This is an optimization exercise on Yosys and OpenROAD, whose aim is small area, not a production implementation.
RTL that was checked went through simulation tests only; none was proved equivalent to the original.
Power is estimated from default activity; no workload was simulated.

Setup of maple:
==> flow/design.v (excerpt) <==
module risc_regfile #(
  parameter int DATA_W = 32,
  parameter int ADDR_W = 5,
  parameter int CNT_W  = 2
) (
  input  logic              clk,
  input  logic              reset,
  input  logic              WB_RW,
  input  logic [ADDR_W-1:0] WB_DA,
  input  logic [DATA_W-1:0] WB_Bus_D,
  input  logic [ADDR_W-1:0] DOF_AA,
  input  logic [ADDR_W-1:0] DOF_BA,
  input  logic              DOF_Issue,
  input  logic [ADDR_W-1:0] DOF_Issue_DA,
  output logic [DATA_W-1:0] DOF_Bus_A,
  output logic [DATA_W-1:0] DOF_Bus_B,
  output logic              DOF_Hazard_A,
  output logic              DOF_Hazard_B,
  output logic              SB_Ovf
);
==> flow/config.mk <==
export PLATFORM = sky130hd
export DESIGN_NAME = risc_regfile
export DESIGN_NICKNAME = risc_regfile
export VERILOG_FILES = /design/flow/design.v
export SDC_FILE = /design/flow/constraint.sdc
export NUM_CORES = 4
export LEC_CHECK = 0
export CAP_MARGIN = 20
export CORE_MARGIN = 2
export CORE_UTILIZATION = 60
export SETUP_SLACK_MARGIN = 0.35
export SLEW_MARGIN = 20
export SYNTH_HIERARCHICAL = 1
==> flow/constraint.sdc <==
create_clock -name core_clock -period 7.5 [get_ports {clk}]
set_input_delay 1.5000 -clock core_clock [delete_from_list [all_inputs] [get_ports {clk}]]
set_output_delay 1.5000 -clock core_clock [all_outputs]
set_load 0.01 [all_outputs]
standard.sh (not shown) runs the stock make flow with config.mk's settings and CLKGATE_MAP_FILE= SYNTH_SCRIPT=/design/flow/synth_recipe.tcl, a recipe that flattens the netlist after the stock synthesis.
==> flow/flow/run.sh <==
#!/bin/bash
# Standard layout with two changes:
#  - ports are buffered with the plain buffer sky130_fd_sc_hd__buf_1
#    (instead of the delay buffer buffer_ports picks by default);
#  - clock tree from clkbuf_8 in clusters of up to 16 sinks, without dummy loads.
# Each tool's full output stays in the ORFS logs under orfs/logs; the make
# output is written to standard.log here.
set -e
export BUFFER_PORTS_ARGS="-buffer_cell sky130_fd_sc_hd__buf_1"
export CTS_ARGS="-sink_clustering_enable -repair_clock_nets -dont_use_dummy_load -buf_list {sky130_fd_sc_hd__clkbuf_8} -sink_clustering_size 16 -sink_clustering_max_diameter 60"
bash standard.sh > standard.log 2>&1
Both conditions hold for maple: the flow ran to the end and the final layout passed the timing, design-rule and antenna checks.
> inputs changed (maple -> sierra)
- changing SETUP_SLACK_MARGIN from 0.35 to 0.3
- changing CORE_UTILIZATION from 60 to 55
### Flow results
Fraction of area in non-clock buffers: sierra > maple
Sort sierra and maple by global-route usage asc -> top: sierra
Delta (sierra minus maple): first-pass GRT wire length went up, design area grew by 460 µm², clock skew level, number of buffers added by the clock tree synthesis step has increased.
Sort sierra and maple by internal cell power, ascending, and maple comes first.
Inputs modified between sierra and quartz:
- SETUP_SLACK_MARGIN now 0.15, was 0.3
- CORE_UTILIZATION now 50, was 55
- Compared with sierra, in quartz post-detailed-route via-to-cell ratio saw a decrease, setup slack of the critical path after layout saw an increase, worst slew margin relative to its limit dropped 2.1 points, fmax increased 0.97 MHz.
- The number of clock buffer instances in the layout number comes out lower for sierra vs quartz.
- Compared quartz against sierra; sequential portion of the cell area within noise.
- On hold slack, quartz and sierra are basically level.
- quartz reports a lower share of the cycle needed by the critical path after routing than sierra does.
- On leakage power, quartz and sierra are neck and neck.
- Per the comparison of quartz with sierra, routed length on met2 picked up an extra about 2.8%; length of routed met3 wiring decreased by 3.2% relative to the old numbers.

run A:
Another version of the RTL of risc_regfile (not shown whole).
Size: ~2,700 cells after synthesis, about 120 I/O pins, roughly 0.044 mm2 of cells after synthesis.
// risc_regfile
module risc_regfile #(
  parameter int DATA_W = 32,
  parameter int ADDR_W = 5,
  parameter int CNT_W  = 2
) (
  input  logic              clk,
  input  logic              reset,
  input  logic              WB_RW,
  input  logic [ADDR_W-1:0] WB_DA,
  input  logic [DATA_W-1:0] WB_Bus_D,
  input  logic [ADDR_W-1:0] DOF_AA,
  input  logic [ADDR_W-1:0] DOF_BA,
  input  logic              DOF_Issue,
  input  logic [ADDR_W-1:0] DOF_Issue_DA,
  output logic [DATA_W-1:0] DOF_Bus_A,
  output logic [DATA_W-1:0] DOF_Bus_B,
  output logic              DOF_Hazard_A,
  output logic              DOF_Hazard_B,
  output logic              SB_Ovf
);
  localparam int NREG = 1 << ADDR_W;
  logic [DATA_W-1:0] r_mem [1:NREG-1];
  logic [NREG-1:1]   r_pend_hi;    
  logic [NREG-1:1]   r_pend_lo;    
  logic              r_ovf;
  logic              w_wr_en;
  logic              w_issue_ok;
  logic              w_same;        
  logic              w_hit_a;       
  logic              w_hit_b;
  logic [NREG-1:1]   w_wr_sel;      
  logic [NREG-1:1]   w_up_sel;      
  logic [NREG-1:1]   w_dn_sel;      
  logic [NREG-1:0]   w_sel_a;       
  logic [NREG-1:0]   w_sel_b;
  logic [DATA_W-1:0] w_wdata;
  logic [NREG-1:1]   w_pend_hi_nxt;
  logic [NREG-1:1]   w_pend_lo_nxt;
  logic [NREG-1:1]   w_sat_up_n;    
  logic              w_wr_hi;       
  logic              w_haz_a_hi, w_haz_a_lo;
  ...
clock: 7.5 ns
lec_check: 0
cap_margin: 20
core_margin: 2
core_utilization: 60
cts_buf_list: sky130_fd_sc_hd__clkbuf_4 sky130_fd_sc_hd__clkbuf_8
slew_margin: 20
synth_hierarchical: 1
run.sh (not shown) runs the stock make flow with config.mk's settings and CLKGATE_MAP_FILE= SYNTH_SCRIPT=/design/flow/synth_recipe.tcl, a recipe that flattens the netlist after the stock synthesis.
Stock flow here: none of the scripts above is used.
The final report for run A shows a completed flow and a layout that fails verification, specifically negative setup slack.
--- input diff run A..run B ---
- a change of CORE_UTILIZATION from 60 to 50
- a deleted CTS_BUF_LIST that had been sky130_fd_sc_hd__clkbuf_4 sky130_fd_sc_hd__clkbuf_8
==> flow/flow/run.sh (new file) <==
#!/bin/bash
# Standard layout with two changes:
#  - ports are buffered with the plain buffer sky130_fd_sc_hd__buf_1
#    (instead of the delay buffer buffer_ports picks by default);
#  - clock tree from clkbuf_4/clkbuf_8 without dummy loads.
# Each tool's full output stays in the ORFS logs under orfs/logs; the make
# output is written to standard.log here.
set -e
export BUFFER_PORTS_ARGS="-buffer_cell sky130_fd_sc_hd__buf_1"
export CTS_ARGS="-sink_clustering_enable -repair_clock_nets -dont_use_dummy_load -buf_list {sky130_fd_sc_hd__clkbuf_4 sky130_fd_sc_hd__clkbuf_8}"
bash standard.sh > standard.log 2>&1
==> flow/standard.sh (new file) <==
#!/bin/bash
# synth_recipe.tcl (not shown) runs the flow's synth.tcl, then flattens the netlist and writes it again
# the make line also repeats each setting of config.mk as NAME=value (left out here)
make -C /OpenROAD-flow-scripts/flow DESIGN_CONFIG=/design/flow/config.mk WORK_HOME=/design/flow/orfs CLKGATE_MAP_FILE= SYNTH_SCRIPT=/design/flow/synth_recipe.tcl "${@:-finish}"
removed: flow/run.sh
Findings:
- The final layout from run B, which completed every stage, passed the timing, design-rule and antenna checks at the end of the flow.
- Comparing run B and run A, the lower number of cells on the critical path is on run B.
- Reported for run B and run A, average size of a mapped cell turned out identical to the last digit.
- In run B relative to run A, number of placed instances, taps included had gone up by a few percent.
- Delta (run B minus run A): maximum operating frequency now larger, core utilization went down, number of clock buffers in the layout shrank by 53, routed length per instance fell by 2.8 um.
- In run B relative to run A, final cell count had gone up slightly.
- Run B: power density normalized to cell area about 4.4% below run A
- In run B, the flip-flop and latch share of the layout cell area came out 2.8 points above the value in run A.
No run of this note included a check of the RTL's function; only the layout flow was run.

[port drivers added, routing unchanged]
The results above use ideal ports. As a check the final layouts listed here were re-extracted and re-timed, cells and wires unchanged. Step 1, drivers: a clkbuf_16 drives clk and a buf_2 each remaining input, both assumed. Step 2 times the ports against the registers' clock, not the clock port: input delays grow and output delays shrink by t, the midpoint of the rising clock arrivals with the driver on. a / b / c = ideal / step 1 / step 2; a / b = the first two.
run	t (ns)	setup WS [ns]	hold WS [ns]	clock arrival spread, ns	worst register clock-pin slew, ns
maple	0.810	0.173 / 0.144 / 0.144	0.505 / 0.505 / 0.505	0.107 / 0.106	0.11 / 0.11
sierra	0.788	0.165 / 0.048 / 0.048	0.504 / 0.504 / 0.504	0.089 / 0.089	0.11 / 0.11
quartz	0.842	0.217 / 0.113 / 0.113	0.504 / 0.504 / 0.504	0.081 / 0.081	0.11 / 0.11
run A	0.901	-0.030 / -0.054 / -0.054	0.585 / 0.585 / 0.585	0.062 / 0.063	0.07 / 0.07
run B	0.881	0.384 / 0.361 / 0.361	0.561 / 0.561 / 0.561	0.115 / 0.115	0.07 / 0.07
The setup slack of sierra, which loses most, moves by -0.117 ns with the drivers and by -0.117 ns with both steps.
